From an optimization exercise on the open Yosys and OpenROAD flow, aimed at small area, a short achievable clock period and few clock cycles per item; shortcuts taken in it are not production practice. Where RTL was checked, it was by simulation tests only, not by an equivalence proof against the original. Power figures rest on the tool's default switching activity, not on a simulated workload.

## page_table_leaf_ager
module page_table_leaf_ager (
    input  logic              clk,
    input  logic              rst_n,
    input  logic              push,
    output logic              full,
    input  logic              entry_valid,
    input  logic              entry_accessed,
    input  logic [3:0]        entry_age,
    input  logic              last_entry,
    output logic              empty,
    input  logic              pop,
    output logic [3:0]        new_age,
    output logic              advanced,
    output logic [31:0]       bucket_count,
    output logic              region_done,
    output logic signed [4:0] region_old_max,
    output logic signed [4:0] region_new_max,
    output logic              region_moves,
    output logic [9:0]        aged_total
);
    logic full_reg;
    logic empty_reg;       
    logic q0_v, q1_v, x_v;
    logic qa0;             
    logic accept, fire_ok, x_fire, q_adv;
    assign accept  = push && !full_reg;
    assign fire_ok = empty_reg || pop;
    assign x_fire  = x_v && fire_ok;
    assign q_adv   = qa0 || (q0_v && pop);
    logic       q0_val, q0_acc, q0_last;
    logic [3:0] q0_age;
    logic       q1_val, q1_acc, q1_last;
    logic [3:0] q1_age;
    logic       qn_val, qn_acc, qn_last;
    logic [3:0] qn_age;
    logic       q0_load;
    logic [3:0] qn_nage;
    logic       qn_aflag, qn_move;
    logic [15:0] qn_age_is;
    logic [7:0] qn_esel, qn_osel;
    always_comb
    begin
        q0_load = q_adv || !q0_v;
        if (q0_v && q1_v)
        begin
            {qn_val, qn_acc, qn_age, qn_last} = {q1_val, q1_acc, q1_age, q1_last};
        end
        else
        begin
            {qn_val, qn_acc, qn_age, qn_last} = {entry_valid, entry_accessed, entry_age,
                                                 last_entry};
        end
        if (!qn_val)
        begin
            qn_nage = qn_age;
        end
        else if (qn_acc)
  ...
Settings: LEC_CHECK=0, ABC_AREA=1, CAP_MARGIN=20, CORE_MARGIN=2, CORE_UTILIZATION=40, CTS_BUF_LIST=sky130_fd_sc_hd__clkbuf_16, CTS_CLUSTER_DIAMETER=80, CTS_CLUSTER_SIZE=24, SETUP_SLACK_MARGIN=2.3, SLEW_MARGIN=20; clock period 5.0 ns.
standard.sh (not shown) runs the stock make flow with config.mk's settings and CLKGATE_MAP_FILE= SYNTH_SCRIPT=/design/flow/synth_recipe.tcl, a recipe that flattens the netlist after the stock synthesis.
==> flow/flow/run.sh <==
#!/bin/bash
# Layout flow: the standard ORFS flow (standard.sh, standard synthesis unchanged) with two
# changes to how the layout is made:
#  - port buffers are sky130_fd_sc_hd__buf_2 cells (the default pick is a slow delay cell);
#  - timing and design repair may resize a cell into one with a different footprint.
# Each tool's full output goes to a log file in this folder; ORFS keeps its own step logs
# under orfs/logs.
set -euo pipefail
bash standard.sh MATCH_CELL_FOOTPRINT=0 "BUFFER_PORTS_ARGS=-buffer_cell sky130_fd_sc_hd__buf_2" finish > flow_make.log 2>&1
Testbench counts at the start, summed over its fixed seeds: cycles 32,800, items 32,768.
Edit:
- ABC_AREA: 1 -> default
- SETUP_SLACK_MARGIN: 2.3 -> 2.7
Effect: The changed run produced a clean layout. Die area went down by 1.4%. Synthesized area went down by 1.4%. Utilization went up by 4.1 points. Cell count went down by 16%. Wire length went down by 4.4%. Final area went up by 8.5%. Worst setup slack improves by 170 ps.
Edit:
- ABC_AREA: default -> 1
- SETUP_SLACK_MARGIN: 2.7 -> 2.6
Effect: The new run finished with timing, DRC and antenna clean; non-clock buffer count decreases by 113; design area went down by a few percent; setup slack gains 84 ps; sequential share of layout area came out higher by 3.7 points; clock-buffer cell count drops by 2; hold slack improves by 3.9 ps; clock power drops by a few percent; power decreases by a little under a tenth; synthesized area went up slightly.

========
Setup of alpha:
page_table_leaf_ager, a different RTL version from the one above (not shown whole).
For scale: ~2000 cells after synthesis, roughly 430 flip-flops, about 72 I/O pins, roughly 0.020 mm² of cells after synthesis.
Settings: LEC_CHECK=0, ABC_AREA=1, CAP_MARGIN=20, CORE_MARGIN=2, CORE_UTILIZATION=40, CTS_BUF_LIST=sky130_fd_sc_hd__clkbuf_4 sky130_fd_sc_hd__clkbuf_8, CTS_CLUSTER_DIAMETER=60, CTS_CLUSTER_SIZE=12, SETUP_SLACK_MARGIN=2.7, SLEW_MARGIN=20; clock period 5.0 ns.
Scripts as last shown in full above: flow/flow/run.sh
Per the final summary, alpha finished and its layout is clean on timing, DRC and antenna.
Input-level comparison between beta and alpha:
Settings: swapping sky130_fd_sc_hd__clkbuf_4 sky130_fd_sc_hd__clkbuf_8 for sky130_fd_sc_hd__clkbuf_8 in CTS_BUF_LIST; swapping 12 for 20 in CTS_CLUSTER_SIZE.
beta and alpha ended up with roughly the same routed wire length. alpha → beta: utilization after layout essentially unchanged, number of multi-input logic gates essentially unchanged, slack of the critical path decreased 0.024 ns. On design area, beta and alpha are basically level.
No functional check of the RTL was part of any run of this note.

========
Setup of JK:
The RTL this note starts from:
==> flow/design.v <==
module page_table_leaf_ager (
    input  logic              clk,
    input  logic              rst_n,
    input  logic              push,
    output logic              full,
    input  logic              entry_valid,
    input  logic              entry_accessed,
    input  logic [3:0]        entry_age,
    input  logic              last_entry,
    output logic              empty,
    input  logic              pop,
    output logic [3:0]        new_age,
    output logic              advanced,
    output logic [31:0]       bucket_count,
    output logic              region_done,
    output logic signed [4:0] region_old_max,
    output logic signed [4:0] region_new_max,
    output logic              region_moves,
    output logic [9:0]        aged_total
);
    logic full_reg;
    logic q0_v, q1_v, x_v, o_v;
    logic accept, x_fire, q_adv;
    assign accept = push && !full_reg;
    assign x_fire = x_v && (!o_v || pop);
    assign q_adv  = q0_v && (!x_v || x_fire);
    logic       q0_val, q0_acc, q0_last;
    logic [3:0] q0_age;
    logic       q1_val, q1_acc, q1_last;
    logic [3:0] q1_age;
    logic       qn_val, qn_acc, qn_last;
    logic [3:0] qn_age;
    logic       q0_load;
    always_comb
    begin
        q0_load = q_adv || !q0_v;
        if (q0_v && !q_adv)
        begin
            {qn_val, qn_acc, qn_age, qn_last} = {q0_val, q0_acc, q0_age, q0_last};
        end
        else if (q0_v && q1_v)
        begin
            {qn_val, qn_acc, qn_age, qn_last} = {q1_val, q1_acc, q1_age, q1_last};
        end
        else
        begin
            {qn_val, qn_acc, qn_age, qn_last} = {entry_valid, entry_accessed, entry_age,
                                                 last_entry};
        end
    end
    always_ff @(posedge clk)
    begin
        if (q0_load)
        begin
            q0_val  <= qn_val;
            q0_acc  <= qn_acc;
            q0_age  <= qn_age;
            q0_last <= qn_last;
        end
        if (accept && (q_adv ? q1_v : q0_v))
        begin
            q1_val  <= entry_valid;
            q1_acc  <= entry_accessed;
            q1_age  <= entry_age;
            q1_last <= last_entry;
        end
    end
    logic [3:0]  q_age_p1;
    logic [3:0]  q_nage;
    logic        q_adv_flag, q_move;
    logic [15:0] q_age_is, q_inc_is;
    always_comb
    begin
        q_age_p1 = {q0_age[3] ^ (&q0_age[2:0]), q0_age[2] ^ (&q0_age[1:0]),
                    q0_age[1] ^ q0_age[0], !q0_age[0]};
        if (!q0_val)
        begin
            q_nage = q0_age;
        end
        else if (q0_acc)
        begin
            q_nage = 4'd0;
        end
        else if (q0_age != 4'd15)
        begin
            q_nage = q_age_p1;
        end
        else
        begin
            q_nage = 4'd15;
        end
        q_adv_flag = q0_val && (q0_acc || (q0_age != 4'd15));
        q_move = q0_val && (q0_acc ? (q0_age != 4'd0) : (q0_age != 4'd15));
        for (int i = 0; i < 16; i++)
        begin
            q_age_is[i] = (q0_age == i);
        end
        q_inc_is[0] = q0_acc;
        for (int i = 1; i < 16; i++)
        begin
            q_inc_is[i] = !q0_acc && q_age_is[i-1];
        end
    end
    logic        x_acc, x_last, x_adv, x_mv;
    logic [3:0]  x_age, x_nage;
    logic [15:0] x_ra;     
    logic [15:0] x_rn;     
    logic [15:0] q_ra, q_rn;
    always_ff @(posedge clk)
    begin
        if (q_adv)
        begin
            x_acc  <= q0_acc;
            x_age  <= q0_age;
            x_nage <= q_nage;
            x_last <= q0_last;
            x_adv  <= q_adv_flag;
            x_ra   <= q_ra;
            x_rn   <= q_rn;
        end
    end
    always_ff @(posedge clk or negedge rst_n)
    begin
        if (!rst_n)
        begin
            x_mv <= 1'b0;
        end
        else if (q_adv)
        begin
            x_mv <= q_move;
        end
        else if (x_fire)
        begin
            x_mv <= 1'b0;
        end
    end
    logic [15:0] x_age_is, x_inc_is;
    logic [15:0] dec_tog, inc_tog;
    logic [15:0] dec_val, inc_val;
    logic [15:0] x_bucket;
    logic [15:0] wr;
    logic [15:0] bus_even, bus_odd, bus_zero;
    always_comb
    begin
        for (int i = 0; i < 16; i++)
        begin
            x_age_is[i] = (x_age == i);
        end
        x_inc_is[0] = x_acc;
        for (int i = 1; i < 16; i++)
        begin
            x_inc_is[i] = !x_acc && x_age_is[i-1];
        end
        for (int k = 0; k < 16; k++)
        begin
            dec_tog[k] = !(|(x_ra & ~(16'hffff << k)));
            inc_tog[k] = &(x_rn | (16'hffff << k));
        end
        dec_val  = x_ra ^ (dec_tog & {16{|x_ra}});
        inc_val  = x_rn ^ (inc_tog & {16{!(&x_rn)}});
        x_bucket = x_mv ? inc_val : x_ra;
        wr       = (x_age_is | x_inc_is) & {16{x_fire && x_mv}};
        bus_zero = x_acc    ? inc_val : dec_val;
        bus_even = x_age[0] ? inc_val : dec_val;
        bus_odd  = x_age[0] ? dec_val : inc_val;
    end
    logic [15:0] hist [0:15];
    logic [15:0] hist_ok;
    always_ff @(posedge clk)
    begin
        if (wr[0])
        begin
            hist[0] <= bus_zero;
        end
        for (int i = 1; i < 16; i++)
        begin
            if (wr[i])
            begin
                hist[i] <= (i % 2 == 0) ? bus_even : bus_odd;
            end
        end
    end
    always_ff @(posedge clk or negedge rst_n)
    begin
        if (!rst_n)
        begin
            hist_ok <= '0;
        end
        else
        begin
            hist_ok <= hist_ok | wr;
        end
    end
    logic       xn_mv, xn_acc;
    logic [3:0] xn_age;
    logic [3:0] xn_incb, qn_incb;
    logic       f_aa, f_ai, f_na, f_ni;    
    always_comb
    begin
        xn_mv   = q_adv ? q_move : (x_mv && !x_fire);
        xn_acc  = q_adv ? q0_acc : x_acc;
        xn_age  = q_adv ? q0_age : x_age;
        xn_incb = xn_acc ? 4'd0 : (xn_age + 4'd1);
        qn_incb = qn_acc ? 4'd0 : (qn_age + 4'd1);
    end
    always_ff @(posedge clk)
    begin
        f_aa <= xn_mv && (qn_age  == xn_age);
        f_ai <= xn_mv && (qn_age  == xn_incb);
        f_na <= xn_mv && (qn_incb == xn_age);
        f_ni <= xn_mv && (qn_incb == xn_incb);
    end
    logic [15:0] rd_e, rd_o, rd_a, rd_a1, rd_n;
    always_comb
    begin
        rd_e = '0;
        rd_o = '0;
        for (int j = 0; j < 8; j++)
        begin
            rd_e = rd_e | (hist[2*j] & {16{(q_age_is[2*j] || ((j > 0) && q_age_is[(2*j+15)%16]))
                                           && hist_ok[2*j]}});
            rd_o = rd_o | (hist[2*j+1] & {16{(q_age_is[2*j] || q_age_is[2*j+1])
                                             && hist_ok[2*j+1]}});
        end
        rd_a  = q0_age[0] ? rd_o : rd_e;
        rd_a1 = q0_age[0] ? rd_e : rd_o;
        rd_n  = q0_acc ? (hist[0] & {16{hist_ok[0]}}) : rd_a1;
        q_ra  = f_aa ? dec_val : (f_ai ? inc_val : rd_a);
        q_rn  = f_na ? dec_val : (f_ni ? inc_val : rd_n);
    end
    logic       closed;
    logic       any_v;
    logic [3:0] omax, nmax;
    logic [9:0] cnt;
    logic       b_any;
    logic [9:0] b_cnt;
    logic [9:0] cnt_tog;
    always_comb
    begin
        b_any = any_v && !closed;
        b_cnt = closed ? 10'd0 : cnt;
        for (int k = 0; k < 10; k++)
        begin
            cnt_tog[k] = &(b_cnt | (10'h3ff << k));
        end
    end
    always_ff @(posedge clk or negedge rst_n)
    begin
        if (!rst_n)
        begin
            closed <= 1'b1;
        end
        else if (q_adv)
        begin
            closed <= q0_last;
        end
    end
    always_ff @(posedge clk)
    begin
        if (q_adv)
        begin
            any_v <= b_any || q0_val;
            if (q0_val && (!b_any || (q0_age > omax)))
            begin
                omax <= q0_age;
            end
            if (q0_val && (!b_any || (q_nage > nmax)))
            begin
                nmax <= q_nage;
            end
            cnt <= b_cnt ^ (cnt_tog & {10{q_adv_flag && !b_cnt[9]}});
        end
    end
    logic [42:0] x_res;
    logic [4:0]  x_om, x_nm;
    logic [42:0] o_res;
    logic        empty_reg;
    assign x_om  = x_last ? (any_v ? {1'b0, omax} : 5'h1f) : 5'h00;
    assign x_nm  = x_last ? (any_v ? {1'b0, nmax} : 5'h1f) : 5'h00;
    assign x_res = {x_nage, x_adv, x_bucket, x_last, x_om, x_nm,
                    x_last && any_v && (omax != nmax), cnt};
    always_ff @(posedge clk)
    begin
        if (x_fire)
        begin
            o_res <= x_res;
        end
    end
    logic q0_v_n, q1_v_n, x_v_n, o_v_n;
    always_comb
    begin
        q0_v_n = q_adv ? (q1_v || accept) : (q0_v || accept);
        q1_v_n = q_adv ? (q1_v && accept) : (q1_v || (accept && q0_v));
        x_v_n  = q_adv || (x_v && !x_fire);
        o_v_n  = x_fire || (o_v && !pop);
    end
    always_ff @(posedge clk or negedge rst_n)
    begin
        if (!rst_n)
        begin
            q0_v      <= 1'b0;
            q1_v      <= 1'b0;
            x_v       <= 1'b0;
            o_v       <= 1'b0;
            full_reg  <= 1'b0;
            empty_reg <= 1'b1;
        end
        else
        begin
            q0_v      <= q0_v_n;
            q1_v      <= q1_v_n;
            x_v       <= x_v_n;
            o_v       <= o_v_n;
            full_reg  <= q1_v_n;
            empty_reg <= !o_v_n;
        end
    end
    assign full  = full_reg;
    assign empty = empty_reg;
    assign {new_age, advanced, bucket_count[15:0], region_done, region_old_max,
            region_new_max, region_moves, aged_total} = o_res;
    assign bucket_count[31:16] = 16'd0;
endmodule
==> flow/config.mk <==
export PLATFORM = sky130hd
export DESIGN_NAME = page_table_leaf_ager
export DESIGN_NICKNAME = page_table_leaf_ager
export VERILOG_FILES = /design/flow/design.v
export SDC_FILE = /design/flow/constraint.sdc
export NUM_CORES = 4
export LEC_CHECK = 0
export ABC_AREA = 1
export CAP_MARGIN = 20
export CORE_MARGIN = 2
export CORE_UTILIZATION = 40
export CTS_BUF_LIST = sky130_fd_sc_hd__clkbuf_16
export CTS_CLUSTER_DIAMETER = 80
export CTS_CLUSTER_SIZE = 24
export SETUP_SLACK_MARGIN = 2.8
export SLEW_MARGIN = 20
==> flow/constraint.sdc <==
create_clock -name core_clock -period 5.0 [get_ports {clk}]
set_input_delay 1.0000 -clock core_clock [delete_from_list [all_inputs] [get_ports {clk}]]
set_output_delay 1.0000 -clock core_clock [all_outputs]
set_load 0.01 [all_outputs]
Scripts as last shown in full above: flow/flow/run.sh
JK: flow completed, timing, DRC and antenna clean
Testbench counts of JK, summed over its fixed seeds: cycles 32,800, items 32,768.
The inputs of MS differ from those of JK as listed below.
- CTS_CLUSTER_DIAMETER: 80 -> unset
- CTS_BUF_LIST: sky130_fd_sc_hd__clkbuf_16 -> unset
- CTS_CLUSTER_SIZE: 24 -> unset
- SETUP_SLACK_MARGIN: 2.8 -> 2.5
==> flow/run.sh (new file) <==
#!/bin/bash
# synth_recipe.tcl (not shown) runs the flow's synth.tcl, then flattens the netlist and writes it again
# the make line also repeats each setting of config.mk as NAME=value (left out here)
make -C /OpenROAD-flow-scripts/flow DESIGN_CONFIG=/design/flow/config.mk WORK_HOME=/design/flow/orfs CLKGATE_MAP_FILE= SYNTH_SCRIPT=/design/flow/synth_recipe.tcl finish
removed: flow/flow/run.sh
removed: flow/standard.sh
Notes after the runs:
- MS vs JK — fraction of power consumed by combinational cells dropped 7.6 points.
- The non-clock buffer count in the final layout reported for MS is smaller than that of JK by 85.
- Taking JK as the reference, in MS register-to-register slack lost 0.05 ns; filler-free cell count of the finished design went down; number of clock buffer instances in the layout went up 140%; via count of the first global-routing pass fell 945; total power consumption of the routed design has decreased.
- Sequential share of layout area ends up lower on JK.

[static timing again, ports no longer ideal]
How much do the figures lean on ideal ports? The routed layouts below were timed once more, with nothing changed but the port constraints. Step 1, drivers: a clkbuf_16 drives clk and a buf_2 each remaining input, both assumed. Step 2 adds t to the input delays and takes it off the output delays; t is the mean of the earliest and latest rising clock arrival at the registers after step 1. Input paths then give back, and output paths get back, about the clock's delay inside the block. Three values: ideal ports, drivers, drivers and shift; two values: the first two.
run	t, ns	setup WS [ns]	worst register clock-pin slew, ns
the first run of note 1	0.616	2.382 / 2.363 / 1.747	0.10 / 0.10
the second run of note 1	0.632	2.554 / 2.554 / 2.024	0.10 / 0.10
the third run of note 1	0.619	2.638 / 2.638 / 2.101	0.10 / 0.10
alpha	0.675	2.757 / 2.711 / 2.200	0.09 / 0.09
beta	0.676	2.733 / 2.683 / 2.218	0.12 / 0.12
JK	0.617	2.507 / 2.507 / 2.160	0.10 / 0.10
MS	0.635	2.457 / 2.457 / 2.169	0.07 / 0.07
After both steps every run listed still meets setup and hold. For the first run of note 1, which loses most, drivers alone change the setup slack by -0.019 ns; drivers and shift together by -0.635 ns.
